Optimization exercise on an open flow, not production practice.
RTL: at most simulated, not proved equivalent.
Power: default activity.

File: design/flow/config.mk
export PLATFORM = sky130hd
export DESIGN_NAME = chip8_cpu
export DESIGN_NICKNAME = chip8_cpu
export VERILOG_FILES = /design/flow/design.v
export SDC_FILE = /design/flow/constraint.sdc
export NUM_CORES = 4
export LEC_CHECK = 0
export ABC_AREA = 1
export CAP_MARGIN = 20
export CORE_MARGIN = 2
export CORE_UTILIZATION = 40
export CTS_BUF_LIST = sky130_fd_sc_hd__clkbuf_16
export CTS_CLUSTER_DIAMETER = 120
export CTS_CLUSTER_SIZE = 24
export GPL_ROUTABILITY_DRIVEN = 0
export PLACE_DENSITY = 0.6
export SETUP_SLACK_MARGIN = 4.2
export SLEW_MARGIN = 20
File: design/flow/constraint.sdc
create_clock -name core_clock -period 7.0 [get_ports {clk}]
set_input_delay 1.4000 -clock core_clock [delete_from_list [all_inputs] [get_ports {clk}]]
set_output_delay 1.4000 -clock core_clock [all_outputs]
set_load 0.01 [all_outputs]
File: design/flow/design.v
`timescale 1ns/1ns
module chip8_cpu (
    input  logic        clk,
    input  logic        reset_i,
    output logic        mem_rd_valid_o,
    output logic [11:0] mem_rd_addr_o,
    input  logic        mem_rd_ready_i,
    input  logic [7:0]  mem_rd_data_i,
    output logic        mem_wr_valid_o,
    output logic [19:0] mem_wr_o,
    input  logic        mem_wr_ready_i
);
    logic [11:0] ra_q;
    logic        rv_q;
    logic [7:0]  hb_q;
    logic        hb_vy_q;          
    logic [11:1] st_q [0:15];
    logic [3:0]  sp_q;             
    logic        irv_q;
    logic [11:0] ir_q;
    logic [7:0]  ox_q, oy_q;       
    logic        d_wx, d_wf;       
    logic [2:0]  d_rs;             
    logic        d_subx;
    logic        d_skip, d_skne;
    logic        d_jv0, d_ldi, d_addi, d_bcd, d_blk;
    logic [7:0]  v_q [0:15];
    logic [11:0] i_q;
    logic        wv_q;
    logic [11:0] wa_q;
    logic [7:0]  wd_q;
    logic        blk_q;            
    logic        pend_q;
    logic [3:0]  idx_q;
    logic [3:0]  last_q;
    logic [1:0]  bh_q;             
    logic [6:0]  bv_q;             
    logic [11:1] ra_inc;
    logic [3:0]  x;
    logic [7:0]  kk;
    logic [11:0] nnn;
    assign x   = ir_q[11:8];
    assign kk  = ir_q[7:0];
    assign nnn = ir_q[11:0];
    logic [9:0] add_s;
    assign add_s = {1'b0, ox_q, 1'b1} + {1'b0, oy_q, d_subx};
    logic [7:0] res;
    logic       flag;
    always_comb begin
        case (d_rs)
            3'd0:    res = ~add_s[8:1];
            3'd1:    res = add_s[8:1];
            3'd2:    res = oy_q;
            3'd3:    res = ox_q | oy_q;
            3'd4:    res = ox_q & oy_q;
            3'd5:    res = ox_q ^ oy_q;
            3'd6:    res = {1'b0, ox_q[7:1]};
            default: res = {ox_q[6:0], 1'b0};
        endcase
        case (d_rs)
            3'd0:    flag = !add_s[9];
            3'd6:    flag = ox_q[0];
            3'd7:    flag = ox_q[7];
            default: flag = add_s[9];
        endcase
    end
    logic skip;
    assign skip = d_skip && ((ox_q == oy_q) ^ d_skne);
    logic issue, out_free;
    logic d_store, hazard, e_hold, e_done, e_redir, e_wr;
    logic [11:1] e_tgt;
    assign d_store = d_bcd || d_blk;
    assign hazard  = pend_q && blk_q &&
                     ((d_wx && (x >= idx_q) && (x <= last_q)) || (d_wf && (last_q == 4'hF)));
    assign e_hold  = (d_store && (pend_q || !out_free)) || hazard;
    assign e_done  = irv_q && !e_hold;
    assign e_redir = irv_q && (skip || d_jv0);
    assign e_wr    = irv_q && !hazard;
    logic [12:0] i_sum;
    assign i_sum = {i_q, 1'b1} + {4'd0, ox_q, d_blk};
    always_comb begin
        if (d_skip) e_tgt = ra_inc;
        else        e_tgt = nnn[11:1] + {4'd0, v_q[0][7:1]} + {10'd0, nnn[0] & v_q[0][0]};
    end
    always_ff @(posedge clk) begin
        if (e_wr && d_wx) v_q[x] <= res;
        if (e_wr && d_wf) v_q[15] <= {7'd0, flag};
    end
    always_ff @(posedge clk) begin
        if (reset_i)
            i_q <= 12'd0;
        else if (irv_q && d_ldi)
            i_q <= nnn;
        else if ((irv_q && d_addi) || (issue && d_blk))
            i_q <= i_sum[12:1];
    end
    logic [7:0] lb;
    logic [3:0] op, n;
    assign lb = mem_rd_data_i;
    assign op = hb_q[7:4];
    assign n  = lb[3:0];
    logic lo_call, lo_jump, lo_ret;
    assign lo_call = (op == 4'h2);
    assign lo_jump = (op == 4'h1) || lo_call;
    assign lo_ret  = (hb_q == 8'h00) && (lb == 8'hEE);
    assign ra_inc  = ra_q[11:1] + 11'd1;
    logic lo_ok, lo_may, lo_fire, hi_fire;
    assign lo_ok   = !irv_q || (!d_wx && !d_wf && !(d_store && (pend_q || !out_free)));
    assign lo_may  = !irv_q || (!d_wx && !d_wf && !(d_store && pend_q));
    assign hi_fire = mem_rd_ready_i && !ra_q[0];
    assign lo_fire = mem_rd_ready_i && ra_q[0] && lo_ok;
    logic       port_fetch;
    logic [7:0] port;
    assign port_fetch = ra_q[0] && lo_may && hb_vy_q;
    assign port       = v_q[port_fetch ? lb[7:4] : idx_q];
    logic       n_wx, n_wf, n_kk, n_subx, n_suby, n_skip, n_skne;
    logic       n_jv0, n_ldi, n_addi, n_bcd, n_blk;
    logic [2:0] n_rs;
    always_comb begin
        n_wx   = 1'b0;
        n_wf   = 1'b0;
        n_rs   = 3'd1;
        n_kk   = (op == 4'h3) || (op == 4'h4) || (op == 4'h6) || (op == 4'h7);
        n_subx = (op == 4'h8) && (n == 4'h7);
        n_suby = (op == 4'h8) && (n == 4'h5);
        n_skip = (op == 4'h3) || (op == 4'h4) ||
                 (((op == 4'h5) || (op == 4'h9)) && (n == 4'h0));
        n_skne = (op == 4'h4) || (op == 4'h9);
        n_jv0  = (op == 4'hB);
        n_ldi  = (op == 4'hA);
        n_addi = (op == 4'hF) && (lb == 8'h1E);
        n_bcd  = (op == 4'hF) && (lb == 8'h33);
        n_blk  = (op == 4'hF) && (lb == 8'h55);
        case (op)
            4'h6: begin n_wx = 1'b1; n_rs = 3'd2; end
            4'h7: begin n_wx = 1'b1; n_rs = 3'd1; end
            4'h8: begin
                n_wx = 1'b1;
                case (n)
                    4'h0: n_rs = 3'd2;
                    4'h1: n_rs = 3'd3;
                    4'h2: n_rs = 3'd4;
                    4'h3: n_rs = 3'd5;
                    4'h4, 4'h7: begin n_rs = 3'd1; n_wf = 1'b1; end
                    4'h5: begin n_rs = 3'd0; n_wf = 1'b1; end
                    4'h6: begin n_rs = 3'd6; n_wf = 1'b1; end
                    4'hE: begin n_rs = 3'd7; n_wf = 1'b1; end
                    default: n_wx = 1'b0;
                endcase
            end
            default: ;
        endcase
    end
    always_ff @(posedge clk) begin
        if (reset_i) begin
            ra_q  <= 12'h200;
            rv_q  <= 1'b0;
            irv_q <= 1'b0;
        end else begin
            rv_q <= 1'b1;
            if (e_redir)
                ra_q <= {e_tgt, 1'b0};
            else if (hi_fire)
                ra_q[0] <= 1'b1;
            else if (lo_fire) begin
                if (lo_jump)
                    ra_q <= {hb_q[3:0], lb[7:1], 1'b0};
                else if (lo_ret)
                    ra_q <= {st_q[sp_q], 1'b0};
                else
                    ra_q <= {ra_inc, 1'b0};
            end
            if (lo_fire)
                irv_q <= 1'b1;
            else if (e_done)
                irv_q <= 1'b0;
        end
    end
    always_ff @(posedge clk) begin
        if (hi_fire) begin
            hb_q    <= lb;
            hb_vy_q <= (lb[7:4] == 4'h5) || (lb[7:4] == 4'h8) || (lb[7:4] == 4'h9);
        end
        if (lo_fire) begin
            ir_q   <= {hb_q[3:0], lb};
            ox_q   <= n_blk ? {4'd0, hb_q[3:0]} :
                      (n_subx || n_suby) ? ~v_q[hb_q[3:0]] :
                      v_q[hb_q[3:0]];
            oy_q   <= n_kk ? lb : port;
            d_wx   <= n_wx;
            d_wf   <= n_wf;
            d_rs   <= n_rs;
            d_subx <= n_subx;
            d_skip <= n_skip;
            d_skne <= n_skne;
            d_jv0  <= n_jv0;
            d_ldi  <= n_ldi;
            d_addi <= n_addi;
            d_bcd  <= n_bcd;
            d_blk  <= n_blk;
        end
    end
    always_ff @(posedge clk) begin
        if (lo_fire && lo_call)
            st_q[sp_q + 4'd1] <= ra_inc;
    end
    always_ff @(posedge clk) begin
        if (reset_i)
            sp_q <= 4'hF;
        else if (lo_fire && lo_call)
            sp_q <= sp_q + 4'd1;
        else if (lo_fire && lo_ret)
            sp_q <= sp_q - 4'd1;
    end
    logic [1:0] hund;
    logic [7:0] rest;
    logic [3:0] tens, ones;
    logic [7:0] gbyte;
    assign hund  = (ox_q >= 8'd200) ? 2'd2 : (ox_q >= 8'd100) ? 2'd1 : 2'd0;
    assign rest  = ox_q - ((ox_q >= 8'd200) ? 8'd200 : (ox_q >= 8'd100) ? 8'd100 : 8'd0);
    assign tens  = bv_q / 7'd10;
    assign ones  = bv_q % 7'd10;
    assign gbyte = blk_q ? port : {4'd0, idx_q[1] ? ones : idx_q[0] ? tens : {2'd0, bh_q}};
    logic w_fire, gen_go;
    assign w_fire   = wv_q && mem_wr_ready_i;
    assign out_free = !wv_q || mem_wr_ready_i;
    assign issue    = irv_q && d_store && !pend_q && out_free;
    assign gen_go   = pend_q && out_free && !(blk_q && port_fetch);
    always_ff @(posedge clk) begin
        if (reset_i) begin
            wv_q   <= 1'b0;
            pend_q <= 1'b0;
        end else if (issue) begin
            wv_q   <= 1'b1;
            pend_q <= d_bcd || (x != 4'h0);
        end else if (gen_go) begin
            wv_q   <= 1'b1;
            pend_q <= (idx_q != last_q);
        end else if (w_fire) begin
            wv_q <= 1'b0;
        end
    end
    always_ff @(posedge clk) begin
        if (issue) begin
            blk_q  <= d_blk;
            last_q <= d_bcd ? 4'd2 : x;
            bh_q   <= hund;
            bv_q   <= rest[6:0];
            wa_q   <= i_q;
            wd_q   <= d_bcd ? {6'd0, hund} : v_q[0];
            idx_q  <= 4'd1;
        end else if (gen_go) begin
            wa_q  <= wa_q + 12'd1;
            wd_q  <= gbyte;
            idx_q <= idx_q + 4'd1;
        end
    end
    assign mem_rd_valid_o = rv_q;
    assign mem_rd_addr_o  = ra_q;
    assign mem_wr_valid_o = wv_q;
    assign mem_wr_o       = {wa_q, wd_q};
endmodule
File: design/flow/flow/run.sh
#!/bin/bash
# The standard layout, except that the port buffers are plain buffers
# (buf_4) instead of the delay cell buffer_ports picks by default.
set -euo pipefail
bash standard.sh 'BUFFER_PORTS_ARGS=-buffer_cell sky130_fd_sc_hd__buf_4' finish > standard_flow.log 2>&1
File: design/flow/standard.sh
#!/bin/bash
# synth_recipe.tcl (not shown) runs the flow's synth.tcl, then flattens the netlist and writes it again
# the make line also repeats each setting of config.mk as NAME=value (left out here)
make -C /OpenROAD-flow-scripts/flow DESIGN_CONFIG=/design/flow/config.mk WORK_HOME=/design/flow/orfs CLKGATE_MAP_FILE= SYNTH_SCRIPT=/design/flow/synth_recipe.tcl "${@:-finish}"
==> reports/metrics.csv, run 1 <==
metric,value,unit
run status,no timing/DRC/antenna violations,
Worst-Margin Slew,1.01,ns
vias per cell,5.85,
Final min period,2.84,ns
CTS HTree Levels,1,
Final Skew,0.0309,ns
Clock Path Buffers,3,
Synth Flop Type,edfxtp_1,
synth top area cells,"edfxtp_1 53%, o21ai_0 5.7%, nand2_1 4.8%, dfxtp_1 4.7%, nor2_1 4.7%",
Synth Area in XOR/XNOR,0.0211,
Post-Syn Area per Cell,9.92,µm²
post-synthesis compound-gate area fraction,0.166,
Final WS setup,4.16,ns
total track usage,0.226,
worst path cell trace,buf_4 -> nand3_2 -> nand2_8 -> inv_6 -> o21ai_0 -> o22ai_1 -> o211ai_1 -> nand2_1 -> nand2_1 -> o21ai_1,
"Req. time, crit path",7.33,ns
Comb pwr share,0.217,
Synth cell types,51,
Mapped Area,0.0216,mm²
power per cell area,224,mW/mm²
detailed placement HPWL,42400,µm
Post-Synth Adder-Cell Area,0.0365,
routed len/inst,22.1,µm
Register Area,0.0125,mm²
largest net degree at the start of global routing,110,
TritonCTS Buffers,21,
Flop pwr share,0.535,
cell taking the most area after synthesis,edfxtp_1,
worst r2r src,ox_q[0]$_DFFE_PP_,
n_diodes,0,
initial core utilization,0.403,
fin area,0.0246,mm²
area delta synth->final,13.8,%
routed wl met3,6030,µm
"commonest non-fill, non-tap cells in the layout","381 x edfxtp_1, 270 x nand2_1, 241 x o21ai_0",
Port Buffers,45,
First DRT Iteration DRCs,2282,
core area,0.0536,mm²
leakage power,0.00904,µW
top-area cell type share of the netlist area,0.529,
path depth of the worst reg2reg path,10,
full die area,0.0559,mm²
Rows,85,
most frequent CP cell,nand2_1,
critical path type,input pin to flip-flop,
crit path max-delay cell type,nand2_8,
CTS tree,built,
r2r setup slk,4.21,ns
Crit path buffers/inverters,2,
Clock Pin Slew Worst Setup and Hold Paths,0.11,ns
Max-cap violations,0,
first-pass GRT wire length,97900,µm
top layer reached by signal wires,met4,
Ports,46,
Hold Path End,ir_q[10]$_DFFE_PP_,
First-pass DRT Iterations,6,
Synth Register Bits,432,
vias in the first global route,16100,
CP Max Fanout,38,
Root Buffer,clkbuf_16,
Sink Count,432,
initial antenna violation count,0,
warning count from the yosys run,1,
Final ANT Viol Nets,0,
RR Endpoint,v_q[1][7]$_DFFE_PP_,
TNS Setup,0,ns
sequential-to-total area share from yosys stat,0.577,
Worst VDD drop,0.149,mV
Synth Area in Simple Gates,0.134,
Syn Nets,2251,
Hold Path Origin,hb_q[2]$_DFFE_PP_,
Final Max Slew Viols,0,
Worst-Skew Late Latency,0.58,ns
cell family with most CP delay,simple AND/OR/NAND/NOR gates,
number of synthesized flops with an enable pin,381,
mux contribution to synthesized area,0.00880,
Total Power,5520,µW
kind of start point of the critical path,input pin,
Worst Setup End Kind,flip-flop,
switching fraction of total power,0.309,
Hold Path Class,flip-flop to flip-flop,
DIE HEIGHT,236,µm
Overflow after GRT,0,
footprint of the multi-input gates,0.00843,mm²
RSZ-0062 raised after global routing,yes,
"Largest stage delay, worst path",0.31,ns
"commonest non-fill, non-tap cell in the layout",edfxtp_1,
Fmax,352,MHz
Final Cycle Share,0.406,
Final Hold Vio Count,0,
CP arrival,3.17,ns
drt drc,0,
post-cts hold buffer count,0,
met1 WL,27400,µm
hold depth,0,
die width,236,µm
clock share of power,0.249,
relative slew slack,0.326,
Setup-failing EPs final,0,
fill count,4992,
Mapped Cells,2179,
Sw Pwr,1700,µW
DR WL met2,29600,µm
dpl ws,2.98,ns
via count,17300,
Post-DP Area,0.0228,mm²
Internal Pwr Total,3820,µW
ratio of cells with drive above 1 in the final layout,0.126,
combinational family with the most area after synthesis,compound AO/OA/AOI/OAI gates,
Detailed Route WL,65300,µm
Post-synth ARST share,0,
Layout Nets,2321,
-- routing by layer --
metal	global-route usage	vias to the layer above
met5	0	-
met4	0.0721	0
met1	0.325	8363
met3	0.0302	148
li1	-	7916
met2	0.355	896
-- final cells by class --
class | instances | share of cell area
flip-flops and latches | 432 | 0.507
multi-input cells | 1439 | 0.342
repair buffers | 139 | 0.0561
well taps | 696 | 0.0354
inverters | 212 | 0.0337
clock buffers | 21 | 0.0214
clock inverters | 17 | 0.00280
repair inverters | 4 | 0.00112
-- registers in the layout, summed over array words and instances (netlist names), 2 cells and up, named ones only --
| signal | flops |
|---|---|
| st_q | 176 |
| v_q | 128 |
| i_q | 12 |
| ir_q | 12 |
| ra_q | 12 |
| wa_q | 12 |
| hb_q | 8 |
| ox_q | 8 |
| oy_q | 8 |
| wd_q | 8 |
| bv_q | 7 |
| idx_q | 4 |
| last_q | 4 |
| sp_q | 4 |
| d_rs | 3 |
| bh_q | 2 |
-- worst max-delay path by stage --
stage / endpoint / cells after the start / start
after floorplan: ra_q[7]$_SDFFE_PP0P_ / 10 / mem_wr_ready_i
after global placement: oy_q[7]$_DFFE_PP_ / 10 / mem_rd_data_i[4]
after detailed placement: oy_q[7]$_DFFE_PP_ / 10 / mem_rd_data_i[4]
after CTS: v_q[10][6]$_DFFE_PP_ / 13 / idx_q[1]$_SDFFE_PP0P_
after global routing: wd_q[1]$_DFFE_PP_ / 21 / bv_q[6]$_DFFE_PP_
final: oy_q[7]$_DFFE_PP_ / 10 / mem_rd_data_i[4]
-- what timing repair did --
item                                    4_1_cts  5_1_grt
endpoints found under the setup margin      429      390
pin swaps                                    25       12
cloned                                        4        4
buffers inserted                             41       23
resized for setup                            58       67
endpoints found under the hold margin         0        0
-- worst reg2reg max path, cell delays in order (launching register included) --
cell	delay, ns
edfxtp_1	0.53
buf_6	0.17
fa_2	0.41
nand3_1	0.11
nand3_2	0.12
a21oi_2	0.19
xor2_1	0.24
o22ai_1	0.11
a211oi_2	0.23
buf_4	0.19
o21ai_2	0.18
-- per-stage QoR --
stage | hold WS (ns) | std cells | util
2_1_floorplan | 0.426 | 2179 | -
3_3_place_gp | 0.445 | 2848 | 0.424
3_5_place_dp | 0.444 | 2849 | 0.425
4_1_cts | 0.469 | 2932 | 0.451
5_1_grt | 0.481 | 2960 | 0.459
6_report | 0.471 | 2960 | 0.459
-- cells by family (layout without fill, tap and decap cells) --
kind of cell	Yosys count	count (layout)
simple gates	703	705
compound gates	602	603
flops	432	432
buf+inv	311	393
fa+ha+maj	60	60
mux	19	19
xor+xnor	52	52
-- power groups by stage --
stage | Combinational [µW] | Sequential, µW | Clock [µW]
6_report | 1200 | 2950 | 1370
5_1_grt | 1290 | 2960 | 1490
4_1_cts | 1090 | 2960 | 1400
3_5_place_dp | 1020 | 3020 | 0
3_3_place_gp | 1000 | 3020 | 0
2_1_floorplan | 757 | 2980 | 0
-- synth_stat cells, drive strengths merged (4+ instances only) --
master     n
a211oi     6
a21oi    128
a221oi     9
a31oi     11
buf       37
clkbuf    62
dfxtp     51
edfxtp   381
fa         5
ha        55
inv      209
mux2i     19
nand2    283
nand3    107
nand4     15
nor2     273
nor3      14
o2111ai    4
o211ai    86
o21ai    259
o221ai    47
o22ai     37
xnor2     17
xor2      35
Testbench counts, summed over its fixed seeds: cycles 56,578.
==> run 2, diff against run 1 <==
--- a/design/flow/config.mk
+++ b/design/flow/config.mk
@@ -12,7 +12,6 @@
 export CTS_BUF_LIST = sky130_fd_sc_hd__clkbuf_16
 export CTS_CLUSTER_DIAMETER = 120
 export CTS_CLUSTER_SIZE = 24
-export GPL_ROUTABILITY_DRIVEN = 0
 export PLACE_DENSITY = 0.6
 export SETUP_SLACK_MARGIN = 4.2
 export SLEW_MARGIN = 20
==> run 2 against run 1 <==
Still clean; critical path depth rose by 2; design area rose by 0.89%; sequential share of layout area decreased by 0.44 points; worst hold slack got worse by 0.0063 ns; clock skew rose by 0.0076 ns; wire length up 2.8%; maximum frequency rose by 2.0%; largest cell class unchanged.
==> reports/metrics.csv, run 2 <==
metric,value,unit
core area,0.0536,mm²
post-cts hold buffer count,0,
fill count,5007,
leakage power,0.00916,µW
run status,no timing/DRC/antenna violations,
detailed placement HPWL,44000,µm
path depth of the worst reg2reg path,12,
Sink Count,432,
worst r2r src,ox_q[0]$_DFFE_PP_,
Synth Register Bits,432,
Port Buffers,45,
synth cell count leaders,"381 x edfxtp_1, 279 x nand2_1, 271 x nor2_1",
Root Buffer,clkbuf_16,
Post-synth ARST share,0,
Worst VDD drop,0.164,mV
fin cells,2982,
critical path type,flip-flop to flip-flop,
fin area,0.0248,mm²
cell taking the most area after synthesis,edfxtp_1,
total track usage,0.233,
first-pass GRT wire length,99400,µm
Biggest register,st_q,
Final Cycle Share,0.398,
max FFs per register,176,
"count leader, synth",edfxtp_1,
Worst-Margin Slew,0.789,ns
Worst Setup End Kind,flip-flop,
CP Max Fanout,16,
met1 WL,29200,µm
First-pass DRT Iterations,6,
Detailed Route WL,67200,µm
"Req. time, crit path",7.32,ns
Sw Pwr,1740,µW
RSZ-0062 raised after global routing,yes,
Setup-failing EPs final,0,
routed len/inst,22.5,µm
Final min period,2.78,ns
RR Endpoint,v_q[11][5]$_DFFE_PP_,
post-placement cell count,2851,
Worst-Skew Late Latency,0.59,ns
footprint of the multi-input gates,0.00846,mm²
top-area cell type share of the netlist area,0.529,
warning count from the yosys run,1,
TritonCTS Buffers,22,
hold depth,0,
Synth cell types,51,
ratio of cells with drive above 1 in the final layout,0.135,
r2r setup slk,4.22,ns
vias in the first global route,16100,
Comb pwr share,0.219,
kind of start point of the critical path,flip-flop,
Post-Syn Area per Cell,9.92,µm²
Mapped Area,0.0216,mm²
synth top area cells,"edfxtp_1 53%, o21ai_0 5.7%, nand2_1 4.8%, dfxtp_1 4.7%, nor2_1 4.7%",
"commonest non-fill, non-tap cells in the layout","381 x edfxtp_1, 263 x nand2_1, 240 x o21ai_0",
drt drc,0,
Syn Nets,2251,
Final ANT Viol Nets,0,
CP arrival,3.11,ns
"commonest non-fill, non-tap cell in the layout",edfxtp_1,
Layout Nets,2342,
Fmax,359,MHz
Hold Path Origin,hb_q[2]$_DFFE_PP_,
Max-cap violations,0,
Hold Path Class,flip-flop to flip-flop,
initial core utilization,0.403,
routed wl met3,5510,µm
Internal Pwr Total,3870,µW
CTS tree,built,
Overflow after GRT,0,
relative slew slack,0.472,
Final Hold Vio Count,0,
Synth Flop Type,edfxtp_1,
Final Skew,0.0385,ns
sequential-to-total area share from yosys stat,0.577,
Ports,46,
top layer reached by signal wires,met4,
Post-DP Area,0.0228,mm²
Rows,85,
Register Area,0.0125,mm²
vias per cell,5.84,
Top Registers,"st_q (176), v_q (128)",
Final Util,0.463,
power per cell area,226,mW/mm²
Clock Path Buffers,3,
CTS HTree Levels,1,
First DRT Iteration DRCs,2031,
full die area,0.0559,mm²
initial antenna violation count,0,
die width,236,µm
area delta synth->final,14.8,%
routability cong.,0.951,
number of synthesized flops with an enable pin,381,
clock share of power,0.254,
TNS Setup,0,ns
via count,17400,
n_diodes,0,
switching fraction of total power,0.310,
DR WL met2,30700,µm
Clock Pin Slew Worst Setup and Hold Paths,0.11,ns
Mapped Cells,2179,
largest net degree at the start of global routing,87,
Hold Path End,ir_q[10]$_DFFE_PP_,
Final Max Slew Viols,0,
Flop pwr share,0.527,
DIE HEIGHT,236,µm
## run 2: cell types whose count changed in the layout (fill, tap and decap cells not counted), sizes merged
cell | previous run | this run
inv | 223 | 217
clkinv | 1 | 5
buf | 139 | 159
clkinvlp | 9 | 11
clkbuf | 21 | 23
## run 2: final cells by class
type                            count  area share
Sequential cell                   432       0.503
Timing Repair inverter              3    0.000806
Timing Repair Buffer              160      0.0606
Clock inverter                     18     0.00433
Multi-Input combinational cell   1439       0.341
Clock buffer                       22      0.0222
Inverter                          212      0.0338
Tap cell                          696      0.0351
## run 2: routing by layer
metal  global-route usage  up-vias
met4               0.0621        0
li1                     -     7970
met5                    0        -
met2                0.374      737
met3               0.0351      110
met1                0.330     8594
## run 2: worst max path at each step
| stage | end | slack [ns] | cells after the start | from |
|---|---|---|---|---|
| after floorplan | ra_q[7]$_SDFFE_PP0P_ | 3.82 | 10 | mem_wr_ready_i |
| after global placement | oy_q[7]$_DFFE_PP_ | 2.99 | 10 | mem_rd_data_i[4] |
| after detailed placement | oy_q[7]$_DFFE_PP_ | 2.96 | 10 | mem_rd_data_i[4] |
| after CTS | ir_q[10]$_DFFE_PP_ | 3.99 | 7 | mem_wr_ready_i |
| after global routing | v_q[7][5]$_DFFE_PP_ | 4.10 | 12 | ox_q[0]$_DFFE_PP_ |
| final | v_q[11][5]$_DFFE_PP_ | 4.22 | 12 | ox_q[0]$_DFFE_PP_ |
## run 2: metrics by stage
step / worst slack, ns / hold slack [ns] / total power (µW)
2_1_floorplan: 3.82 / 0.426 / 3740
3_3_place_gp: 2.99 / 0.436 / 4040
3_5_place_dp: 2.96 / 0.443 / 4050
4_1_cts: 3.99 / 0.467 / 5540
5_1_grt: 4.10 / 0.485 / 5830
6_report: 4.22 / 0.464 / 5620
## run 2: power by group through the flow
stage,clock network (µW),registers (µW),logic [µW]
after floorplan,0,2980,757
after global placement,0,3030,1010
after detailed placement,0,3030,1020
after CTS,1460,2960,1110
after global routing,1550,2960,1320
final,1430,2960,1230
## run 2: critical path: stages (launching register included)
cell      delay, ns
edfxtp_1       0.43
buf_4          0.17
fa_1           0.48
nand3_1        0.13
nand3_2        0.12
a21oi_1        0.14
o21ai_0        0.10
xor2_1         0.27
or2_2          0.17
nand2_1        0.04
a21oi_1        0.11
o211ai_1       0.13
buf_6          0.21
## run 2: kinds of logic (layout without fill, tap and decap cells)
logic type	after synthesis	count (layout)	synth area share
xor gates and xnor gates	52	52	0.0211
AOI/OAI and AO/OA	602	603	0.166
DFF	432	432	0.577
muxes	19	19	0.00880
adders and majority gates	60	60	0.0365
and+or+nand+nor	703	705	0.134
buffers and inverters	311	415	0.0575
## run 2: what timing repair did
item                                    CTS  global route
gates cloned                              5             2
buffers inserted                         49            35
pin swaps                                24            15
endpoints found under the setup margin  427           408
resized for setup                        65            59
==> run 3, diff against run 2 <==
--- a/design/flow/config.mk
+++ b/design/flow/config.mk
@@ -12,6 +12,6 @@
 export CTS_BUF_LIST = sky130_fd_sc_hd__clkbuf_16
 export CTS_CLUSTER_DIAMETER = 120
 export CTS_CLUSTER_SIZE = 24
-export PLACE_DENSITY = 0.6
+export PLACE_DENSITY = 0.68
 export SETUP_SLACK_MARGIN = 4.2
 export SLEW_MARGIN = 20
==> run 3 against run 2 <==
Setup slack better by 0.023 ns; worst hold slack got worse by 0.0028 ns; clock power down 5%; synthesized cell count stayed put; die area unchanged; global-route usage down 0.36 points; critical path depth grew 3; utilization rose by 0.37 points; cell count rose by 0.30%; largest cell class unchanged; flip-flop and latch count is the same; total power is essentially flat.
==> reports/metrics.csv, run 3 <==
metric,value,unit
max FFs per register,176,
Synth cell types,51,
first-pass GRT wire length,98800,µm
Max-cap violations,0,
CP arrival,3.22,ns
relative slew slack,0.352,
CTS tree,built,
Detailed Route WL,66800,µm
Sink Count,432,
Final Max Slew Viols,0,
leakage power,0.00919,µW
warning count from the yosys run,1,
Final Cycle Share,0.394,
switching fraction of total power,0.310,
Root Buffer,clkbuf_16,
Biggest register,st_q,
Worst Setup End Kind,flip-flop,
TNS Setup,0,ns
Worst-Margin Slew,0.965,ns
initial antenna violation count,1,
Mapped Cells,2179,
run status,no timing/DRC/antenna violations,
Worst VDD drop,0.173,mV
Post-Syn Area per Cell,9.92,µm²
power per cell area,225,mW/mm²
vias per cell,5.84,
clock share of power,0.243,
Final Hold Vio Count,0,
initial core utilization,0.403,
drt drc,0,
DIE HEIGHT,236,µm
Overflow after GRT,0,
routability cong.,0.939,
Post-synth ARST share,0,
routed len/inst,22.3,µm
fin cells,2991,
Port Buffers,45,
Internal Pwr Total,3880,µW
Sw Pwr,1740,µW
synth top area cells,"edfxtp_1 53%, o21ai_0 5.7%, nand2_1 4.8%, dfxtp_1 4.7%, nor2_1 4.7%",
synth cell count leaders,"381 x edfxtp_1, 279 x nand2_1, 271 x nor2_1",
ratio of cells with drive above 1 in the final layout,0.141,
critical path type,flip-flop to flip-flop,
Flop pwr share,0.526,
Mapped Area,0.0216,mm²
Clock Path Buffers,3,
Fmax,362,MHz
Total Power,5620,µW
CTS HTree Levels,1,
core area,0.0536,mm²
area delta synth->final,15.8,%
Rows,85,
"commonest non-fill, non-tap cell in the layout",edfxtp_1,
Final min period,2.76,ns
First-pass DRT Iterations,6,
via count,17500,
Comb pwr share,0.232,
Top Registers,"st_q (176), v_q (128)",
TritonCTS Buffers,21,
Synth Register Bits,432,
post-cts hold buffer count,0,
Layout Nets,2351,
Synth Flop Type,edfxtp_1,
Final Skew,0.0385,ns
cell taking the most area after synthesis,edfxtp_1,
number of synthesized flops with an enable pin,381,
die width,236,µm
Clock Pin Slew Worst Setup and Hold Paths,0.10,ns
largest net degree at the start of global routing,98,
Ports,46,
kind of start point of the critical path,flip-flop,
"Req. time, crit path",7.45,ns
Setup-failing EPs final,0,
final hold slack,0.461,ns
First DRT Iteration DRCs,2347,
"count leader, synth",edfxtp_1,
Hold Path Class,flip-flop to flip-flop,
Syn Nets,2251,
"commonest non-fill, non-tap cells in the layout","381 x edfxtp_1, 264 x nand2_1, 239 x o21ai_0",
RSZ-0062 raised after global routing,yes,
post-placement cell count,2846,
full die area,0.0559,mm²
vias in the first global route,16200,
CP Max Fanout,6,
detailed placement HPWL,42700,µm
sequential-to-total area share from yosys stat,0.577,
Worst-Skew Late Latency,0.58,ns
Final ANT Viol Nets,0,
top-area cell type share of the netlist area,0.529,
total track usage,0.229,
run 3: cell counts after synthesis:
Identical to the previous run, type by type.
run 3: path summary, 6_finish.rpt:
| kind | endpoint | startpoint | cells after the start | slack [ns] |
|---|---|---|---|---|
| worst min register to register | ir_q[10]$_DFFE_PP_ | hb_q[2]$_DFFE_PP_ | 0 | 0.46 |
| worst min-delay path | ir_q[10]$_DFFE_PP_ | hb_q[2]$_DFFE_PP_ | 0 | 0.46 |
| worst max register to register | ra_q[5]$_SDFFE_PP0P_ | ox_q[7]$_SDFFCE_PP0P_ | 15 | 4.24 |
| worst max-delay path | ra_q[5]$_SDFFE_PP0P_ | ox_q[7]$_SDFFCE_PP0P_ | 15 | 4.24 |
run 3: power by group through the flow:
stage	Clock, µW	Sequential [µW]	Combinational [µW]
after floorplan	0	2980	757
final	1360	2950	1300
after global routing	1470	2960	1390
after global placement	0	3020	1010
after detailed placement	0	3020	1030
after CTS	1380	2960	1120
run 3: per-layer routing:
metal,share of wire,vias up,routed length [µm],track usage
li1,-,7998,-,-
met1,0.42,8433,27900,0.324
met2,0.45,895,30200,0.359
met3,0.091,147,6090,0.0340
met4,0.039,0,2580,0.0863
met5,0,-,0,0
run 3: layout make-up:
| class | count | area, µm² |
|---|---|---|
| multi-input cells | 1440 | 8530 |
| repair buffers | 167 | 1670 |
| clock buffers | 21 | 526 |
| diodes | 1 | 2.50 |
| fillers | 4882 | 28600 |
| repair inverters | 5 | 35.0 |
| clock inverters | 17 | 68.8 |
| well taps | 696 | 871 |
| inverters | 212 | 842 |
| flip-flops and latches | 432 | 12500 |
run 3: cells by family after synthesis:
family	Yosys count	synth area share
compound gates	602	0.166
fa+ha+maj	60	0.0365
simple gates	703	0.134
flops	432	0.577
mux	19	0.00880
buf+inv	311	0.0575
xor+xnor	52	0.0211
run 3: per-stage QoR:
step | worst slack [ns] | utilization | area (µm²)
2_1_floorplan | 3.82 | - | 21800
3_3_place_gp | 3.00 | 0.424 | 22700
3_5_place_dp | 2.93 | 0.424 | 22700
4_1_cts | 4.14 | 0.455 | 24400
5_1_grt | 4.15 | 0.467 | 25000
6_report | 4.24 | 0.467 | 25000
run 3: worst max-delay path, stage by stage (launching register included):
cell and delay, ns:
edfxtp_1 0.52, inv_1 0.32, ha_4 0.28, inv_1 0.09, nand4_1 0.14, nor2_4 0.19, a21oi_1 0.08, o21ai_0 0.08
nand2_1 0.10, nand2_4 0.11, clkinvlp_4 0.16, buf_4 0.20, a21oi_1 0.16, a32oi_1 0.08, nor2_1 0.10, nor2_1 0.04
run 3: what timing repair did:
item / CTS / global route
cloned: 6 / 5
resized for setup: 68 / 72
endpoints found under the setup margin: 437 / 400
buffers inserted: 55 / 39
pin swaps: 32 / 15
==> run 4, diff against run 3 <==
--- a/design/flow/config.mk
+++ b/design/flow/config.mk
@@ -12,6 +12,6 @@
 export CTS_BUF_LIST = sky130_fd_sc_hd__clkbuf_16
 export CTS_CLUSTER_DIAMETER = 120
 export CTS_CLUSTER_SIZE = 24
-export PLACE_DENSITY = 0.68
+export PLACE_DENSITY = 0.45
 export SETUP_SLACK_MARGIN = 4.2
 export SLEW_MARGIN = 20
==> run 4 against run 3 <==
Count of clock-buffer cells in the layout rose by 1; sequential share of layout area fell by 0.42 points; worst hold slack worse by 0.0011 ns; wire length increased by 8.7%; sequential power about the same; critical endpoint is now st_q[7][5]$_DFFE_PP_; largest cell class unchanged; largest power group unchanged; highest routed layer unchanged.
==> reports/metrics.csv, run 4 <==
metric,value,unit
Final ANT Viol Nets,0,
Worst Setup End Kind,flip-flop,
CTS tree,built,
fin area,0.0252,mm²
area delta synth->final,16.8,%
Final Util,0.471,
via count,17200,
Final Hold Vio Count,0,
warning count from the yosys run,1,
routability cong.,0.848,
Sw Pwr,1790,µW
max FFs per register,176,
Crit path buffers/inverters,3,
Internal Pwr Total,3900,µW
Final Cycle Share,0.406,
CP arrival,3.12,ns
relative slew slack,0.253,
Flop pwr share,0.520,
TritonCTS Buffers,22,
Fmax,352,MHz
first-pass GRT wire length,106000,µm
Layout Nets,2364,
"Req. time, crit path",7.28,ns
Max-cap violations,0,
clock share of power,0.254,
Post-synth ARST share,0,
n_diodes,0,
Comb pwr share,0.226,
CP Max Fanout,10,
Final min period,2.84,ns
largest net degree at the start of global routing,85,
critical path type,input pin to flip-flop,
"commonest non-fill, non-tap cells in the layout","381 x edfxtp_1, 266 x nand2_1, 235 x o21ai_0",
"count leader, synth",edfxtp_1,
CTS HTree Levels,1,
synth cell count leaders,"381 x edfxtp_1, 279 x nand2_1, 271 x nor2_1",
Synth cell types,51,
Post-Syn Area per Cell,9.92,µm²
die width,236,µm
core area,0.0536,mm²
sequential-to-total area share from yosys stat,0.577,
initial antenna violation count,0,
initial core utilization,0.403,
Ports,46,
run status,no timing/DRC/antenna violations,
crit path max-delay cell type,nand4_4,
DIE HEIGHT,236,µm
Worst-Margin Slew,1.11,ns
vias in the first global route,16200,
routed len/inst,24.2,µm
RSZ-0062 raised after global routing,yes,
Final Skew,0.0266,ns
Mapped Cells,2179,
Synth Flop Type,edfxtp_1,
Clock Path Buffers,3,
Mapped Area,0.0216,mm²
Detailed Route WL,72600,µm
Final WS setup,4.16,ns
synth top area cells,"edfxtp_1 53%, o21ai_0 5.7%, nand2_1 4.8%, dfxtp_1 4.7%, nor2_1 4.7%",
cell family with most CP delay,simple AND/OR/NAND/NOR gates,
Hold Path Class,flip-flop to flip-flop,
First DRT Iteration DRCs,1764,
TNS Setup,0,ns
cell taking the most area after synthesis,edfxtp_1,
Post-DP Area,0.0228,mm²
top-area cell type share of the netlist area,0.529,
Rows,85,
Worst-Skew Late Latency,0.58,ns
First-pass DRT Iterations,5,
number of synthesized flops with an enable pin,381,
power per cell area,225,mW/mm²
dpl ws,2.86,ns
worst path cell trace,buf_4 -> nor2_4 -> nor2_2 -> inv_1 -> nand2_2 -> nand4_4 -> nor2_4 -> nand2_1 -> nor2_4 -> buf_12,
Final Max Slew Viols,0,
drt drc,0,
Worst VDD drop,0.171,mV
Syn Nets,2251,
Root Buffer,clkbuf_16,
"commonest non-fill, non-tap cell in the layout",edfxtp_1,
full die area,0.0559,mm²
Setup-failing EPs final,0,
ratio of cells with drive above 1 in the final layout,0.156,
detailed placement HPWL,47100,µm
Biggest register,st_q,
total track usage,0.252,
Port Buffers,45,
"Largest stage delay, worst path",0.30,ns
Sink Count,432,
vias per cell,5.74,
leakage power,0.00927,µW
kind of start point of the critical path,input pin,
Clock Pin Slew Worst Setup and Hold Paths,0.10,ns
Top Registers,"st_q (176), v_q (128)",
switching fraction of total power,0.315,
Overflow after GRT,0,
most frequent CP cell,nor2_4,
Synth Register Bits,432,
## run 4: power by group through the flow
stage               sequential [µW]  combinational, µW  clock [µW]
finish                         2960               1290        1440
global route                   2960               1400        1570
CTS                            2960               1150        1490
detailed placement             3030               1060           0
global placement               3030               1040           0
floorplan                      2980                757           0
## run 4: cell families (layout without fill, tap and decap cells)
family                   Yosys count  after routing  synth area share
buffers and inverters            311            437            0.0575
XOR/XNOR                          52             52            0.0211
flip-flops                       432            432             0.577
AND/OR/NAND/NOR                  703            706             0.134
adder cells (fa/ha/maj)           60             60            0.0365
AO/OA/AOI/OAI                    602            602             0.166
multiplexers                      19             19           0.00880
## run 4: worst paths after layout
| check | end | cells past startpoint | startpoint | slack, ns |
|---|---|---|---|---|
| setup / recovery | st_q[7][5]$_DFFE_PP_ | 10 | mem_wr_ready_i | 4.16 |
| hold / removal | ir_q[10]$_DFFE_PP_ | 0 | hb_q[2]$_DFFE_PP_ | 0.46 |
| setup reg to reg | v_q[8][6]$_DFFE_PP_ | 14 | ox_q[3]$_DFFE_PP_ | 4.26 |
| hold reg to reg | ir_q[10]$_DFFE_PP_ | 0 | hb_q[2]$_DFFE_PP_ | 0.46 |
## run 4: cell type report
| cell class | count | area, µm² |
|---|---|---|
| Fill cell | 5072 | 28400 |
| Clock inverter | 18 | 96.3 |
| Multi-Input combinational cell | 1439 | 8580 |
| Sequential cell | 432 | 12500 |
| Timing Repair Buffer | 181 | 1790 |
| Inverter | 212 | 852 |
| Timing Repair inverter | 4 | 25.0 |
| Clock buffer | 22 | 551 |
| Tap cell | 696 | 871 |
## run 4: per-stage QoR
stage               hold WS (ns)  total power, µW  cells
finish                     0.460             5680   3004
global placement           0.432             4070   2851
detailed placement         0.435             4080   2851
global route               0.478             5930   3004
CTS                        0.460             5600   2950
floorplan                  0.426             3740   2179
## run 4: repair_timing
action / CTS / global route
resized for setup: 86 / 90
cloned: 5 / 4
setup endpoints to repair: 464 / 400
pin swaps: 31 / 32
hold buffers: 0 / 0
buffers inserted: 54 / 50
## run 4: metal layers
| layer | share of wire | global-route usage | vias up |
|---|---|---|---|
| met5 | 0 | 0 | - |
| met4 | 0.028 | 0.0572 | 0 |
| met3 | 0.064 | 0.0290 | 103 |
| met2 | 0.44 | 0.386 | 627 |
| met1 | 0.47 | 0.382 | 8492 |
| li1 | - | - | 8017 |
==> run 5, diff against run 4 <==
--- a/design/flow/config.mk
+++ b/design/flow/config.mk
@@ -12,6 +12,6 @@
 export CTS_BUF_LIST = sky130_fd_sc_hd__clkbuf_16
 export CTS_CLUSTER_DIAMETER = 120
 export CTS_CLUSTER_SIZE = 24
-export PLACE_DENSITY = 0.45
+export PLACE_DENSITY = 0.55
 export SETUP_SLACK_MARGIN = 4.2
 export SLEW_MARGIN = 20
==> run 5 against run 4 <==
Global-route usage down 0.89 points; maximum frequency increased by 2.4%; worst hold slack about the same; highest routed layer unchanged; die area did not move; clock power is essentially flat; utilization shrank 0.60 points; flip-flop and latch count did not move; setup slack gained 0.067 ns; critical path type unchanged; largest cell class unchanged; clock skew up 0.0088 ns; synthesized cell count is the same.
==> reports/metrics.csv, run 5 <==
metric,value,unit
Hold Path Class,flip-flop to flip-flop,
CTS tree,built,
Mapped Area,0.0216,mm²
initial antenna violation count,0,
"Largest stage delay, worst path",0.24,ns
Overflow after GRT,0,
worst r2r src,d_bcd$_DFFE_PP_,
"commonest non-fill, non-tap cell in the layout",edfxtp_1,
Internal Pwr Total,3890,µW
detailed placement HPWL,44900,µm
routed len/inst,23.3,µm
Final Hold Vio Count,0,
max FFs per register,176,
Synth Register Bits,432,
Critical Path Stages,13,
CP arrival,3.12,ns
Final Skew,0.0354,ns
critical path type,input pin to flip-flop,
Clock Path Buffers,3,
First DRT Iteration DRCs,1938,
clock share of power,0.253,
DIE HEIGHT,236,µm
Layout Nets,2336,
fin cells,2976,
drt drc,0,
Max-cap violations,0,
vias per cell,5.84,
top-area cell type share of the netlist area,0.529,
Post-synth ARST share,0,
Synth cell types,51,
die width,236,µm
Top Registers,"st_q (176), v_q (128)",
initial core utilization,0.403,
Clock Pin Slew Worst Setup and Hold Paths,0.10,ns
first-pass GRT wire length,104000,µm
power per cell area,227,mW/mm²
Port Buffers,45,
Synth Flop Type,edfxtp_1,
n_diodes,0,
cell family with most CP delay,simple AND/OR/NAND/NOR gates,
mux contribution to synthesized area,0.00880,
total track usage,0.243,
combinational family with the most area after synthesis,compound AO/OA/AOI/OAI gates,
cell taking the most area after synthesis,edfxtp_1,
post-synthesis compound-gate area fraction,0.166,
largest net degree at the start of global routing,110,
Final Cycle Share,0.396,
ratio of cells with drive above 1 in the final layout,0.135,
Total Power,5650,µW
routability cong.,0.922,
Synth Area in Simple Gates,0.134,
relative slew slack,0.297,
r2r setup slk,4.25,ns
Final ANT Viol Nets,0,
synth cell count leaders,"381 x edfxtp_1, 279 x nand2_1, 271 x nor2_1",
Synth Area in XOR/XNOR,0.0211,
RSZ-0062 raised after global routing,yes,
Detailed Route WL,69200,µm
CP Max Fanout,33,
sequential-to-total area share from yosys stat,0.577,
"count leader, synth",edfxtp_1,
number of synthesized flops with an enable pin,381,
Final Max Slew Viols,0,
Sink Count,432,
"commonest non-fill, non-tap cells in the layout","381 x edfxtp_1, 267 x nand2_1, 239 x o21ai_0",
RR Endpoint,wd_q[2]$_DFFE_PP_,
Crit path buffers/inverters,5,
area delta synth->final,15.3,%
Rows,85,
Worst-Skew Late Latency,0.59,ns
Final min period,2.77,ns
Worst-Margin Slew,1.05,ns
Mapped Cells,2179,
core area,0.0536,mm²
Comb pwr share,0.224,
TNS Setup,0,ns
Sw Pwr,1770,µW
switching fraction of total power,0.313,
kind of start point of the critical path,input pin,
post-placement cell count,2848,
via count,17400,
Ports,46,
Flop pwr share,0.524,
Post-Syn Area per Cell,9.92,µm²
final hold slack,0.460,ns
Fmax,360,MHz
"Req. time, crit path",7.35,ns
crit path max-delay cell type,nand3_1,
full die area,0.0559,mm²
crit path from,mem_rd_data_i[5],
Setup-failing EPs final,0,
Root Buffer,clkbuf_16,
leakage power,0.00916,µW
synth top area cells,"edfxtp_1 53%, o21ai_0 5.7%, nand2_1 4.8%, dfxtp_1 4.7%, nor2_1 4.7%",
CTS HTree Levels,1,
Worst Setup End Kind,flip-flop,
Setup crit end,wd_q[2]$_DFFE_PP_,
First-pass DRT Iterations,5,
worst path cell trace,buf_4 -> inv_1 -> o21ai_2 -> buf_12 -> inv_8 -> o211ai_1 -> nand3_1 -> nand3_1 -> nand3_1 -> nand2_1 -> inv_1 -> nand2_1 -> nand2_1,
Syn Nets,2251,
run status,no timing/DRC/antenna violations,
TritonCTS Buffers,22,
vias in the first global route,16300,
Biggest register,st_q,
Worst VDD drop,0.145,mV
Post-Synth Adder-Cell Area,0.0365,
warning count from the yosys run,1,
path depth of the worst reg2reg path,16,
## run 5: cell counts after synthesis
Identical to the previous run, type by type.
## run 5: cells by family after synthesis
family | count (synthesis)
flops | 432
mux | 19
compound gates | 602
simple gates | 703
xor+xnor | 52
fa+ha+maj | 60
buf+inv | 311
## run 5: power by group through the flow
stage | Combinational (µW) | Clock, µW | Sequential (µW)
after detailed placement | 1050 | 0 | 3030
after global routing | 1370 | 1560 | 2960
after CTS | 1150 | 1470 | 2960
after floorplan | 757 | 0 | 2980
final | 1260 | 1430 | 2960
after global placement | 1040 | 0 | 3030
## run 5: layout make-up
| type | instances | area, µm² |
|---|---|---|
| fillers | 4966 | 28700 |
| flip-flops and latches | 432 | 12500 |
| multi-input cells | 1439 | 8500 |
| repair buffers | 154 | 1570 |
| well taps | 696 | 871 |
| inverters | 212 | 846 |
| clock buffers | 22 | 551 |
| clock inverters | 18 | 96.3 |
| repair inverters | 3 | 20.0 |
## run 5: worst min path at each step
stage / start / end / slack [ns] / cells after the start
6_report: hb_q[2]$_DFFE_PP_ / ir_q[10]$_DFFE_PP_ / 0.46 / 0
5_1_grt: hb_q[2]$_DFFE_PP_ / ir_q[10]$_DFFE_PP_ / 0.46 / 0
4_1_cts: hb_q[2]$_DFFE_PP_ / ir_q[10]$_DFFE_PP_ / 0.46 / 0
3_5_place_dp: hb_q[2]$_DFFE_PP_ / ir_q[10]$_DFFE_PP_ / 0.43 / 0
3_3_place_gp: hb_q[2]$_DFFE_PP_ / ir_q[10]$_DFFE_PP_ / 0.43 / 0
2_1_floorplan: hb_q[2]$_DFFE_PP_ / ir_q[10]$_DFFE_PP_ / 0.43 / 0
## run 5: worst register-to-register path: stages (launching register included)
cell	delay (ns)
edfxtp_1	0.42
nor2_1	0.08
nor2_2	0.17
nand2_2	0.16
nand2_4	0.19
nand2_1	0.13
o21ai_2	0.11
buf_12	0.23
inv_8	0.16
o211ai_1	0.12
nand3_1	0.14
nand3_1	0.24
nand3_1	0.14
nand2_1	0.09
inv_1	0.04
nand2_1	0.05
nand2_1	0.05
## run 5: repair_timing
item	CTS	global route
gates cloned	6	1
hold buffers	0	0
gates resized for setup	75	64
pin swaps	25	15
setup buffers	49	31
endpoints found under the setup margin	428	341
## run 5: per-layer routing
metal / track usage / part of all wire / vias to the layer above
met5: 0 / 0 / -
met4: 0.0619 / 0.026 / 0
met3: 0.0319 / 0.077 / 106
met2: 0.376 / 0.44 / 753
met1: 0.361 / 0.45 / 8565
li1: - / - / 7952
## run 5: through the flow
step / worst slack [ns] / area [µm²] / utilization
2_1_floorplan: 3.82 / 21800 / -
5_1_grt: 4.14 / 24900 / 0.465
4_1_cts: 4.12 / 24400 / 0.456
3_3_place_gp: 2.90 / 22700 / 0.424
3_5_place_dp: 2.85 / 22800 / 0.424
6_report: 4.23 / 24900 / 0.465
==> run 6, diff against run 5 <==
--- a/design/flow/config.mk
+++ b/design/flow/config.mk
@@ -12,6 +12,6 @@
 export CTS_BUF_LIST = sky130_fd_sc_hd__clkbuf_16
 export CTS_CLUSTER_DIAMETER = 120
 export CTS_CLUSTER_SIZE = 24
-export PLACE_DENSITY = 0.55
+export PLACE_DENSITY = 0.52
 export SETUP_SLACK_MARGIN = 4.2
 export SLEW_MARGIN = 20
==> run 6 against run 5 <==
Total power is 0.72% higher; sequential share of layout area is 0.31 points lower; via count is 0.26% higher; combinational power is 3% higher; largest cell class unchanged; largest power group unchanged; highest routed layer unchanged.
==> reports/metrics.csv, run 6 <==
metric,value,unit
routed len/inst,23.9,µm
Synth Register Bits,432,
RSZ-0062 raised after global routing,yes,
largest net degree at the start of global routing,74,
routability cong.,0.907,
Setup-failing EPs final,0,
worst r2r src,ox_q[3]$_DFFE_PP_,
"commonest non-fill, non-tap cells in the layout","381 x edfxtp_1, 262 x nand2_1, 241 x o21ai_0",
Root Buffer,clkbuf_16,
CTS HTree Levels,1,
footprint of the multi-input gates,0.00851,mm²
top-area cell type share of the netlist area,0.529,
Register Area,0.0125,mm²
final hold slack,0.447,ns
core area,0.0536,mm²
Detailed Route WL,71400,µm
crit path max-delay cell type,edfxtp_1,
TritonCTS Buffers,22,
First-pass DRT Iterations,6,
Clock Pin Slew Worst Setup and Hold Paths,0.11,ns
"count leader, synth",edfxtp_1,
DIE HEIGHT,236,µm
full die area,0.0559,mm²
CP arrival,3.05,ns
"Req. time, crit path",7.31,ns
ratio of cells with drive above 1 in the final layout,0.143,
max FFs per register,176,
Overflow after GRT,0,
Max-cap violations,0,
synth top area cells,"edfxtp_1 53%, o21ai_0 5.7%, nand2_1 4.8%, dfxtp_1 4.7%, nor2_1 4.7%",
Worst-Margin Slew,0.936,ns
Layout Nets,2345,
hold depth,0,
warning count from the yosys run,1,
Final min period,2.74,ns
Sink Count,432,
number of synthesized flops with an enable pin,381,
most frequent CP cell,a21oi_1,
synth cell count leaders,"381 x edfxtp_1, 279 x nand2_1, 271 x nor2_1",
run status,no timing/DRC/antenna violations,
Rows,85,
path depth of the worst reg2reg path,10,
Hold Path Origin,hb_q[2]$_DFFE_PP_,
initial antenna violation count,0,
initial core utilization,0.403,
Ports,46,
"Largest stage delay, worst path",0.53,ns
fin area,0.0251,mm²
Final ANT Viol Nets,0,
Final Cycle Share,0.391,
post-cts hold buffer count,0,
worst path cell trace,inv_2 -> ha_4 -> a21oi_1 -> o21ai_0 -> a21oi_1 -> xor2_1 -> o2111ai_1 -> a21oi_2 -> clkinvlp_4 -> buf_12,
vias in the first global route,16100,
Worst VDD drop,0.180,mV
Synth Flop Type,edfxtp_1,
Hold Path End,ir_q[10]$_DFFE_PP_,
total track usage,0.247,
TNS Setup,0,ns
Post-Syn Area per Cell,9.92,µm²
first-pass GRT wire length,104000,µm
CP Max Fanout,16,
Worst-Skew Late Latency,0.58,ns
CTS tree,built,
cell taking the most area after synthesis,edfxtp_1,
leakage power,0.00921,µW
Fmax,365,MHz
RR Endpoint,v_q[7][4]$_DFFE_PP_,
area delta synth->final,16.0,%
relative slew slack,0.374,
critical path type,flip-flop to flip-flop,
Port Buffers,45,
Total Power,5690,µW
Worst Setup End Kind,flip-flop,
First DRT Iteration DRCs,1832,
fill count,5032,
power per cell area,227,mW/mm²
Syn Nets,2251,
Synth cell types,51,
Biggest register,st_q,
drt drc,0,
"commonest non-fill, non-tap cell in the layout",edfxtp_1,
sequential-to-total area share from yosys stat,0.577,
Mapped Cells,2179,
die width,236,µm
Mapped Area,0.0216,mm²
via count,17400,
Top Registers,"st_q (176), v_q (128)",
kind of start point of the critical path,flip-flop,
r2r setup slk,4.26,ns
Post-synth ARST share,0,
Clock Path Buffers,3,
Final Hold Vio Count,0,
Final Skew,0.0332,ns
Final Max Slew Viols,0,
vias per cell,5.83,
Hold Path Class,flip-flop to flip-flop,
Post-DP Area,0.0228,mm²
detailed placement HPWL,45800,µm
## run 6: changes by cell type in the layout (fill, tap and decap cells not counted), sizes merged
cell      before  now
clkbuf        22   23
buf          153  162
clkinv         3    4
bufbuf         1    0
clkinvlp      11   12
inv          219  217
diode          0    1
## run 6: worst max-delay path: cells and delay by family (launching register included)
family	cells	cell delay (ns)
AO/OA/AOI/OAI	5	0.92
buffers and inverters	3	0.55
flip-flops	1	0.53
adder cells (fa/ha/maj)	1	0.26
XOR/XNOR	1	0.22
## run 6: worst max-delay path by stage
stage                      startpoint                   end  slack [ns]  depth (start not counted)
finish              ox_q[3]$_DFFE_PP_   v_q[7][4]$_DFFE_PP_        4.26                         10
global route        ox_q[0]$_DFFE_PP_   v_q[6][6]$_DFFE_PP_        4.11                         15
CTS                    mem_wr_ready_i  ra_q[7]$_SDFFE_PP0P_        4.16                         11
detailed placement   mem_rd_data_i[4]     oy_q[7]$_DFFE_PP_        2.83                         10
global placement     mem_rd_data_i[4]     oy_q[7]$_DFFE_PP_        2.86                         10
floorplan              mem_wr_ready_i  ra_q[7]$_SDFFE_PP0P_        3.82                         10
## run 6: kinds of logic after synthesis
group / count (synthesis) / share of synthesized area
and+or+nand+nor: 703 / 0.134
AOI/OAI and AO/OA: 602 / 0.166
DFF: 432 / 0.577
buffers and inverters: 311 / 0.0575
adders and majority gates: 60 / 0.0365
xor gates and xnor gates: 52 / 0.0211
muxes: 19 / 0.00880
## run 6: what timing repair did
item                       CTS  global route
pin swaps                   31            19
setup buffers               58            29
resized for setup           78            74
cloned                       5             3
setup endpoints to repair  447           385
## run 6: layout make-up
cell class	instances	share of cell area
diodes	1	0.0000998
clock buffers	22	0.0219
clock inverters	18	0.00394
inverters	212	0.0339
multi-input cells	1439	0.339
flip-flops and latches	432	0.498
well taps	696	0.0347
repair buffers	163	0.0678
repair inverters	3	0.000798
## run 6: where the power goes
part	leakage (µW)	switching [µW]	total, µW	internal [µW]
Sequential	0.00391	71.3	2960	2890
Clock	0.000368	848	1440	589
Combinational	0.00493	878	1300	418
## run 6: metrics by stage
step                      setup WS [ns]  utilization  cells
final                              4.26        0.468   2986
after global routing               4.11        0.468   2985
after CTS                          4.16        0.458   2953
after detailed placement           2.83        0.425   2850
after global placement             2.86        0.425   2850
after floorplan                    3.82            -   2179
## run 6: per-layer routing
layer / track usage / share of wire / vias to the layer above
met1: 0.375 / 0.46 / 8591
met3: 0.0255 / 0.074 / 106
li1: - / - / 7972
met4: 0.0608 / 0.025 / 0
met2: 0.378 / 0.44 / 753
met5: 0 / 0 / -
==> run 7, diff against run 6 <==
--- a/design/flow/config.mk
+++ b/design/flow/config.mk
@@ -13,5 +13,5 @@
 export CTS_CLUSTER_DIAMETER = 120
 export CTS_CLUSTER_SIZE = 24
 export PLACE_DENSITY = 0.52
-export SETUP_SLACK_MARGIN = 4.2
+export SETUP_SLACK_MARGIN = 4.3
 export SLEW_MARGIN = 20
==> run 7 against run 6 <==
Still clean; clock skew decreased by 0.0068 ns; flip-flop and latch count unchanged; worst hold slack improved by 0.0094 ns; utilization increased by 1.5 points.
==> reports/metrics.csv, run 7 <==
metric,value,unit
initial antenna violation count,1,
fill count,4970,
Synth cell types,51,
CP arrival,3.16,ns
Post-Syn Area per Cell,9.92,µm²
Final Hold Vio Count,0,
drt drc,0,
Mapped Cells,2179,
"Req. time, crit path",7.32,ns
Worst-Skew Late Latency,0.58,ns
Final Max Slew Viols,0,
Setup-failing EPs final,0,
full die area,0.0559,mm²
Sink Count,432,
Post-synth ARST share,0,
Hold Path Class,flip-flop to flip-flop,
routability cong.,0.935,
Final ANT Viol Nets,0,
First DRT Iteration DRCs,1842,
total track usage,0.250,
global route hottest layer,met2,
die width,236,µm
CTS HTree Levels,1,
number of synthesized flops with an enable pin,381,
grt met1 use,0.362,
synth cell count leaders,"381 x edfxtp_1, 279 x nand2_1, 271 x nor2_1",
First-pass DRT Iterations,6,
synth top area cells,"edfxtp_1 53%, o21ai_0 5.7%, nand2_1 4.8%, dfxtp_1 4.7%, nor2_1 4.7%",
Worst VDD drop,0.157,mV
TritonCTS Buffers,22,
Detailed Route WL,72300,µm
Synth Flop Type,edfxtp_1,
Mapped Area,0.0216,mm²
Root Buffer,clkbuf_16,
DIE HEIGHT,236,µm
Comb pwr share,0.240,
Final min period,2.85,ns
Final Cycle Share,0.406,
relative slew slack,0.343,
met3 usage,0.0464,
Ports,46,
top-area cell type share of the netlist area,0.529,
run status,no timing/DRC/antenna violations,
switching fraction of total power,0.315,
routed len/inst,23.9,µm
Sw Pwr,1850,µW
leakage power,0.00957,µW
"commonest non-fill, non-tap cell in the layout",edfxtp_1,
RSZ-0062 raised after global routing,yes,
Rows,85,
vias in the first global route,16400,
"Largest stage delay, worst path",0.52,ns
Biggest register,st_q,
Flop pwr share,0.507,
kind of start point of the critical path,flip-flop,
Clock Pin Slew Worst Setup and Hold Paths,0.11,ns
Fmax,351,MHz
Worst Setup End Kind,flip-flop,
vias per cell,5.80,
first-pass GRT wire length,105000,µm
sequential-to-total area share from yosys stat,0.577,
core area,0.0536,mm²
Worst-Margin Slew,0.985,ns
footprint of the multi-input gates,0.00887,mm²
met2 GRT Util,0.382,
clock share of power,0.253,
Layout Nets,2389,
area delta synth->final,19.8,%
Port Buffers,45,
Overflow after GRT,0,
Synth Register Bits,432,
CP Max Fanout,8,
crit path max-delay cell type,edfxtp_1,
"commonest non-fill, non-tap cells in the layout","381 x edfxtp_1, 251 x nand2_1, 225 x o21ai_0",
warning count from the yosys run,1,
initial core utilization,0.403,
via count,17600,
Syn Nets,2251,
critical path type,flip-flop to flip-flop,
detailed placement HPWL,46300,µm
TNS Setup,0,ns
CTS tree,built,
Register Area,0.0125,mm²
Total Power,5850,µW
most frequent CP cell,nand2_1,
power per cell area,226,mW/mm²
max FFs per register,176,
Internal Pwr Total,4010,µW
"count leader, synth",edfxtp_1,
post-cts hold buffer count,0,
Max-cap violations,0,
n_diodes,0,
Clock Path Buffers,3,
cell taking the most area after synthesis,edfxtp_1,
largest net degree at the start of global routing,87,
Final Skew,0.0264,ns
Top Registers,"st_q (176), v_q (128)",
worst path cell trace,inv_2 -> ha_4 -> nand2_4 -> nor3_4 -> a21oi_2 -> buf_4 -> o21ai_2 -> nand2_1 -> nand2_1 -> nand2_1 -> nand2_2 -> nor2_4 -> o22ai_4 -> clkinvlp_4 -> clkbuf_16,
ratio of cells with drive above 1 in the final layout,0.183,
-- run 7: cell counts after synthesis --
No cell type changed its count.
-- run 7: per-stage QoR --
| step | cell area (µm²) | utilization | std cells | setup WS (ns) | hold slack (ns) |
|---|---|---|---|---|---|
| 2_1_floorplan | 21800 | - | 2179 | 3.82 | 0.426 |
| 3_3_place_gp | 22700 | 0.424 | 2847 | 2.92 | 0.429 |
| 3_5_place_dp | 22700 | 0.424 | 2847 | 2.84 | 0.435 |
| 4_1_cts | 24900 | 0.465 | 2970 | 4.24 | 0.454 |
| 5_1_grt | 25900 | 0.483 | 3029 | 4.08 | 0.490 |
| 6_report | 25900 | 0.483 | 3029 | 4.15 | 0.456 |
-- run 7: path summary, 6_finish.rpt --
kind | start | to | slack (ns) | cells after the start
hold reg to reg | hb_q[2]$_DFFE_PP_ | ir_q[10]$_DFFE_PP_ | 0.46 | 0
setup reg to reg | ox_q[3]$_DFFE_PP_ | v_q[14][6]$_DFFE_PP_ | 4.15 | 15
hold / removal | hb_q[2]$_DFFE_PP_ | ir_q[10]$_DFFE_PP_ | 0.46 | 0
setup / recovery | ox_q[3]$_DFFE_PP_ | v_q[14][6]$_DFFE_PP_ | 4.15 | 15
-- run 7: area by class of cell --
cell class	instances	share of cell area
Sequential cell	432	0.482
Multi-Input combinational cell	1440	0.343
Timing Repair Buffer	204	0.0804
Tap cell	696	0.0336
Inverter	212	0.0336
Clock buffer	24	0.0232
Clock inverter	16	0.00329
Timing Repair inverter	5	0.00116
-- run 7: routing by layer --
layer | wire length [µm] | vias up
met3 | 5760 | 118
met1 | 32300 | 8629
li1 | - | 8067
met5 | 19 | -
met2 | 32100 | 761
met4 | 2020 | 2
-- run 7: timing repair --
action	in CTS	in global routing
cloned	9	4
pin swaps	42	49
buffers inserted	74	55
resized for setup	132	132
setup endpoints to repair	455	404
-- run 7: power by group through the flow --
stage / Combinational, µW / Clock (µW) / Sequential, µW
2_1_floorplan: 758 / 0 / 2980
6_report: 1400 / 1480 / 2970
4_1_cts: 1220 / 1510 / 2970
3_5_place_dp: 1040 / 0 / 3040
5_1_grt: 1500 / 1600 / 2980
3_3_place_gp: 1030 / 0 / 3040
-- run 7: cell families after synthesis --
| group | after synthesis | share of synthesized area |
|---|---|---|
| and+or+nand+nor | 703 | 0.134 |
| AOI/OAI and AO/OA | 602 | 0.166 |
| DFF | 432 | 0.577 |
| buffers and inverters | 311 | 0.0575 |
| muxes | 19 | 0.00880 |
| adders and majority gates | 60 | 0.0365 |
| xor gates and xnor gates | 52 | 0.0211 |
-- run 7: worst max-delay path, delay by kind of cell, from the launching register on --
kind            cells  cell delay [ns]
flops               1             0.52
buf+inv             4             0.73
compound gates      3             0.36
simple gates        7             0.62
fa+ha+maj           1             0.33
==> run 8, diff against run 7 <==
--- a/design/flow/config.mk
+++ b/design/flow/config.mk
@@ -10,8 +10,8 @@
 export CORE_MARGIN = 2
 export CORE_UTILIZATION = 40
 export CTS_BUF_LIST = sky130_fd_sc_hd__clkbuf_16
-export CTS_CLUSTER_DIAMETER = 120
-export CTS_CLUSTER_SIZE = 24
-export PLACE_DENSITY = 0.52
-export SETUP_SLACK_MARGIN = 4.3
+export CTS_CLUSTER_DIAMETER = 130
+export CTS_CLUSTER_SIZE = 26
+export PLACE_DENSITY = 0.6
+export SETUP_SLACK_MARGIN = 4.25
 export SLEW_MARGIN = 20
==> run 8 against run 7 <==
Cell count is 1.1% lower; critical endpoint is now v_q[14][5]$_DFFE_PP_; via count increased by 0.69%; die area is the same; first-iteration DRC count increased by 13%; synthesized cell count stayed put; sequential power barely moved; critical path depth is 3 lower; sequential share of layout area increased by 1.2 points; utilization decreased by 1.2 points; area after synthesis unchanged; flip-flop and latch count did not move; worst hold slack got worse by 0.0023 ns; critical path type unchanged.
==> reports/metrics.csv, run 8 <==
metric,value,unit
Post-synth ARST share,0,
area delta synth->final,16.8,%
initial antenna violation count,3,
run status,no timing/DRC/antenna violations,
TritonCTS Buffers,20,
Overflow after GRT,0,
synth cell count leaders,"381 x edfxtp_1, 279 x nand2_1, 271 x nor2_1",
CTS tree,built,
Setup-failing EPs final,0,
RSZ-0062 raised after global routing,yes,
dpl ws,2.83,ns
Final Skew,0.0211,ns
Synth cell types,51,
Synth Register Bits,432,
kind of start point of the critical path,flip-flop,
fill count,4927,
Max-cap violations,0,
die width,236,µm
Post-Syn Area per Cell,9.92,µm²
leakage power,0.00928,µW
critical path type,flip-flop to flip-flop,
first-pass GRT wire length,102000,µm
First DRT Iteration DRCs,2080,
top-area cell type share of the netlist area,0.529,
Biggest register,st_q,
Layout Nets,2357,
Final WS setup,4.15,ns
Fmax,350,MHz
full die area,0.0559,mm²
final hold slack,0.454,ns
number of synthesized flops with an enable pin,381,
Worst Setup End Kind,flip-flop,
n_diodes,0,
"commonest non-fill, non-tap cell in the layout",edfxtp_1,
CP Max Fanout,8,
Final min period,2.85,ns
Port Buffers,45,
drt drc,0,
vias per cell,5.91,
Final ANT Viol Nets,0,
Syn Nets,2251,
Sink Count,432,
largest net degree at the start of global routing,89,
Final Hold Vio Count,0,
Ports,46,
"Req. time, crit path",7.31,ns
initial core utilization,0.403,
max FFs per register,176,
post-cts hold buffer count,0,
Worst VDD drop,0.151,mV
Synth Flop Type,edfxtp_1,
Clock Path Buffers,3,
power per cell area,224,mW/mm²
sequential-to-total area share from yosys stat,0.577,
Root Buffer,clkbuf_16,
Clock Pin Slew Worst Setup and Hold Paths,0.11,ns
First-pass DRT Iterations,6,
Hold Path Class,flip-flop to flip-flop,
ratio of cells with drive above 1 in the final layout,0.151,
total track usage,0.240,
core area,0.0536,mm²
Total Power,5650,µW
routability cong.,0.920,
warning count from the yosys run,1,
via count,17700,
"commonest non-fill, non-tap cells in the layout","381 x edfxtp_1, 261 x nand2_1, 236 x o21ai_0",
relative slew slack,0.396,
detailed placement HPWL,44300,µm
routed len/inst,23.6,µm
Detailed Route WL,70600,µm
Final Cycle Share,0.408,
[run 8: per-stage QoR]
stage          area, µm²  instances   util
2_1_floorplan      21800       2179      -
3_3_place_gp       22800       2851  0.425
3_5_place_dp       22800       2852  0.425
4_1_cts            24500       2953  0.458
5_1_grt            25200       2995  0.471
6_report           25200       2995  0.471
[run 8: layout make-up]
| cell class | instances | area (µm²) | area share |
|---|---|---|---|
| Clock inverter | 16 | 80.1 | 0.00317 |
| Multi-Input combinational cell | 1440 | 8630 | 0.342 |
| Timing Repair inverter | 4 | 27.5 | 0.00109 |
| Clock buffer | 20 | 500 | 0.0198 |
| Sequential cell | 432 | 12500 | 0.494 |
| Tap cell | 696 | 871 | 0.0345 |
| Timing Repair Buffer | 175 | 1810 | 0.0717 |
| Inverter | 212 | 841 | 0.0333 |
[run 8: power by group]
group | internal [µW] | total, µW | switching [µW] | leakage (µW)
logic | 435 | 1330 | 896 | 0.00504
registers | 2890 | 2960 | 68.9 | 0.00391
clock network | 534 | 1360 | 827 | 0.000334
total | 3860 | 5650 | 1790 | 0.00928
[run 8: final timing paths]
path,startpoint,end,slack (ns),depth (start not counted)
setup / recovery,ox_q[0]$_DFFE_PP_,v_q[14][5]$_DFFE_PP_,4.15,12
hold / removal,hb_q[2]$_DFFE_PP_,ir_q[10]$_DFFE_PP_,0.45,0
setup reg to reg,ox_q[0]$_DFFE_PP_,v_q[14][5]$_DFFE_PP_,4.15,12
hold reg to reg,hb_q[2]$_DFFE_PP_,ir_q[10]$_DFFE_PP_,0.45,0
[run 8: logic make-up (layout without fill, tap and decap cells)]
family          after synthesis  after routing  share of synthesized area
simple gates                703            706                      0.134
compound gates              602            603                      0.166
flops                       432            432                      0.577
buf+inv                     311            427                     0.0575
fa+ha+maj                    60             60                     0.0365
xor+xnor                     52             52                     0.0211
mux                          19             19                    0.00880
[run 8: per-layer routing]
layer	part of all wire	GRT usage
met1	0.43	0.343
met2	0.46	0.383
met3	0.086	0.0333
met4	0.031	0.0713
met5	0.00044	0
[run 8: worst max-delay path: stages, from the launching register on]
cell	delay, ns
edfxtp_1	0.49
buf_6	0.17
fa_2	0.39
nand3_2	0.08
nand3_2	0.09
a21oi_2	0.17
o21ai_2	0.06
xor2_1	0.19
or2_2	0.14
nand2_1	0.04
a21oi_1	0.13
o211ai_1	0.32
buf_4	0.32
[run 8: what timing repair did]
item,CTS,global route
pin swaps,34,29
setup endpoints to repair,447,402
gates cloned,6,4
setup buffers,59,38
gates resized for setup,71,105
